What follows belongs to an exercise in optimizing a design on an open flow for small area and a short achievable clock period; a production flow would make more cautious choices. The RTL was checked by simulation tests, not by an equivalence proof against the original design. Power is estimated from default activity; no workload was simulated.

Design uart_tx_cfg, start of the top module:
module uart_tx_cfg #(
  parameter int unsigned CLK_FREQ    = 50_000_000,
  parameter int unsigned BAUD_RATE   = 115200,
  parameter int unsigned DATA_BITS   = 8,
  parameter int unsigned PARITY_MODE = 0,
  parameter int unsigned STOP_BITS   = 1,
  parameter int unsigned FIFO_DEPTH  = 256
) (
  input  logic                          CLK,
  input  logic                          RST,
  input  logic                          i_valid,
  input  logic [DATA_BITS-1:0]          i_data,
  output logic                          o_ready,
  output logic                          o_tx,
  output logic                          o_busy,
  output logic [$clog2(FIFO_DEPTH):0]   o_level
);
  localparam int unsigned TICKS = uart_pkg::calc_ticks(CLK_FREQ, BAUD_RATE);
  localparam int unsigned TW    = $clog2(TICKS);
  localparam int unsigned LW    = $clog2(FIFO_DEPTH) + 1;
  localparam int unsigned N     = FIFO_DEPTH + 1;
  localparam int unsigned PW    = $clog2(N);
  localparam int unsigned G     = 4;
  localparam int unsigned GW    = $clog2(G);
  if (!(DATA_BITS == 8 && PARITY_MODE == uart_pkg::PARITY_NONE && STOP_BITS == 1 &&
        FIFO_DEPTH == 256 && uart_pkg::cfg_legal(DATA_BITS, PARITY_MODE, STOP_BITS,
                                                 FIFO_DEPTH, TICKS))) begin : g_cfg_err
    $error("uart_tx_cfg: only DATA_BITS 8, PARITY_MODE 0, STOP_BITS 1, FIFO_DEPTH 256 are supported");
  end
  localparam logic [1:0] S_IDLE = 2'd0, S_START = 2'd1, S_DATA = 2'd2, S_STOP = 2'd3;
  logic [1:0]           state_q, state_d;
  logic [TW-1:0]        tick_q, tick_d;
  ...
clock: 4.5 ns
lec_check: 0
cap_margin: 20
core_margin: 2
core_utilization: 65
cts_cluster_diameter: 80
cts_cluster_size: 30
setup_slack_margin: 2.5
slew_margin: 20
run.sh (not shown) runs the stock make flow with config.mk's settings and CLKGATE_MAP_FILE= SYNTH_SCRIPT=/design/flow/synth_recipe.tcl, a recipe that flattens the netlist after the stock synthesis.
The first run completed with no timing, DRC or antenna violations.
Edit:
--- a/flow/design.v
+++ b/flow/design.v
@@ -87,38 +87,30 @@
   logic                 txn_q, tx_d, busy_q, busy_d;    
   logic                 te_q, kz_q;          
   logic [LW-1:0]        lvo_q;               
   logic [LW-1:0]        level_q, level_d;
   logic [G-1:0]         pend_q, pend_d;
   logic [DATA_BITS-1:0] dly_q [G-1];
   logic [DATA_BITS-1:0] wd_q, wd_n_q, wd_d;
-  logic                 wr, wr_q, full_q, ne_q;    
+  logic                 wr, wr_q, full_q;
   logic [PW-1:0]        k_q, k_d;    
   logic [PW-1:0]        m_q, m_d;    
   logic                 push, pop, nonempty, tick_end, want, fetch, cap, clean;
   logic                 sweep_q;
   logic [N-1:0]         we;
   logic [DATA_BITS-1:0] tap;
   function automatic logic [PW-1:0] inc_pw(input logic [PW-1:0] v);
-    logic [PW-1:0] m;    
-    m = '0;
+    logic c;
+    c = 1'b1;
     for (int i = 0; i < PW; i++) begin
-      inc_pw[i] = v[i] ^ ((v & m) == m);
-      m[i]      = 1'b1;
+      inc_pw[i] = v[i] ^ c;
+      c         = c & v[i];
     end
   endfunction
-  function automatic logic [PW-1:0] dec_pw(input logic [PW-1:0] v);
-    logic [PW-1:0] m;    
-    m = '0;
-    for (int i = 0; i < PW; i++) begin
-      dec_pw[i] = v[i] ^ ((v & m) == '0);
-      m[i]      = 1'b1;
-    end
-  endfunction
-  assign nonempty = ne_q;
+  assign nonempty = (level_q != '0);
   assign push     = i_valid && !level_q[LW-1];
   assign tick_end = te_q;
   assign wr      = wr_q;
   always_comb begin
     logic older;
     pend_d[0] = push;
     for (int j = 1; j < G; j++) begin
@@ -152,15 +144,15 @@
     c_d     = c_q;
     nb_d    = nb_q;
     nx_d    = fetch ? tap[c_q] : nx_q;
     nxv_d   = nxv_q || fetch;
     tx_d    = 1'b1;
     busy_d  = 1'b1;
     pop     = 1'b0;
-    if (state_q != S_IDLE) tick_d = tick_end ? '0 : inc_pw(tick_q);
+    if (state_q != S_IDLE) tick_d = tick_end ? '0 : tick_q + TW'(1);
     case (state_q)
       S_IDLE: begin
         busy_d = 1'b0;
         if (nonempty) begin
           pop     = 1'b1;
           state_d = S_START;
           tick_d  = '0;
@@ -197,16 +189,23 @@
           end
         end
       end
     endcase
   end
   always_comb begin
     logic [LW-1:0] up, dn;
-    up = inc_pw(level_q);
-    dn = dec_pw(level_q);
+    logic          c, b;
+    c = 1'b1;
+    b = 1'b1;
+    for (int i = 0; i < LW; i++) begin
+      up[i] = level_q[i] ^ c;
+      dn[i] = level_q[i] ^ b;
+      c     = c & level_q[i];
+      b     = b & !level_q[i];
+    end
     if (push) level_d = pop ? level_q : up;
     else      level_d = pop ? dn : level_q;
   end
   always_ff @(posedge CLK or negedge RST) begin
     if (!RST) begin
       state_q <= S_IDLE;
       c_q     <= '0;
@@ -220,15 +219,14 @@
       k_q     <= '0;
       m_q     <= '0;
       sweep_q <= 1'b1;
       tick_q  <= '0;
       te_q    <= 1'b0;
       wr_q    <= 1'b0;
       full_q  <= 1'b0;
-      ne_q    <= 1'b0;
     end else begin
       state_q <= state_d;
       c_q     <= c_d;
       nxv_q   <= nxv_d;
       txn_q   <= !tx_d;
       lvo_q   <= level_d;
       kz_q    <= cap || k_q[PW-1];
@@ -239,16 +237,14 @@
       m_q     <= m_d;
       sweep_q <= sweep_q && !k_q[PW-1];
       tick_q  <= tick_d;
       te_q    <= (state_q != S_IDLE) && (tick_q == TW'(TICKS - 2));
       wr_q    <= (m_d[GW-1:0] == '0) && (pend_d != '0);
       if (push && !pop)      full_q <= (level_q == LW'(FIFO_DEPTH - 1));
       else if (pop && !push) full_q <= 1'b0;
-      if (push && !pop)      ne_q <= 1'b1;
-      else if (pop && !push) ne_q <= (level_q != LW'(1));
     end
   end
   always_ff @(posedge CLK) begin
     nb_q    <= nb_d;
     nx_q    <= nx_d;
     dly_q[0] <= i_data;
     for (int j = 1; j < G - 1; j++) dly_q[j] <= dly_q[j-1];
Critical path depth increases by 7. Worst hold slack is worse by 3.6 ps. Sequential power decreases by about 4%. Routed wire length grows by 3.5%. Final area goes up by 0.84%.

## static timing again, ports no longer ideal
In the flow no input, the clock included, has a driving cell. The finished layouts below were timed again as built, in two steps.
Step 1 (the two cells are an assumption about what drives the block):
set clk [get_ports {CLK}]
set_driving_cell -lib_cell sky130_fd_sc_hd__clkbuf_16 $clk
set_driving_cell -lib_cell sky130_fd_sc_hd__buf_2 [delete_from_list [all_inputs] $clk]
Step 2 times the ports against the registers' clock, not the clock port: input delays grow and output delays shrink by t, the midpoint of the rising clock arrivals with the driver on.
Slacks: ideal / step 1 / step 2; pairs: ideal / step 1.
run | t (ns) | slack for setup (ns) | clock arrival spread, ns
the first run | 0.717 | 2.395 / 2.327 / 1.938 | 0.026 / 0.026
the second run | 0.719 | 2.343 / 2.313 / 1.774 | 0.040 / 0.040
After both steps setup and hold are still met in every run listed. For the second run, which loses most, drivers alone change the setup slack by -0.030 ns; drivers and shift together by -0.569 ns.
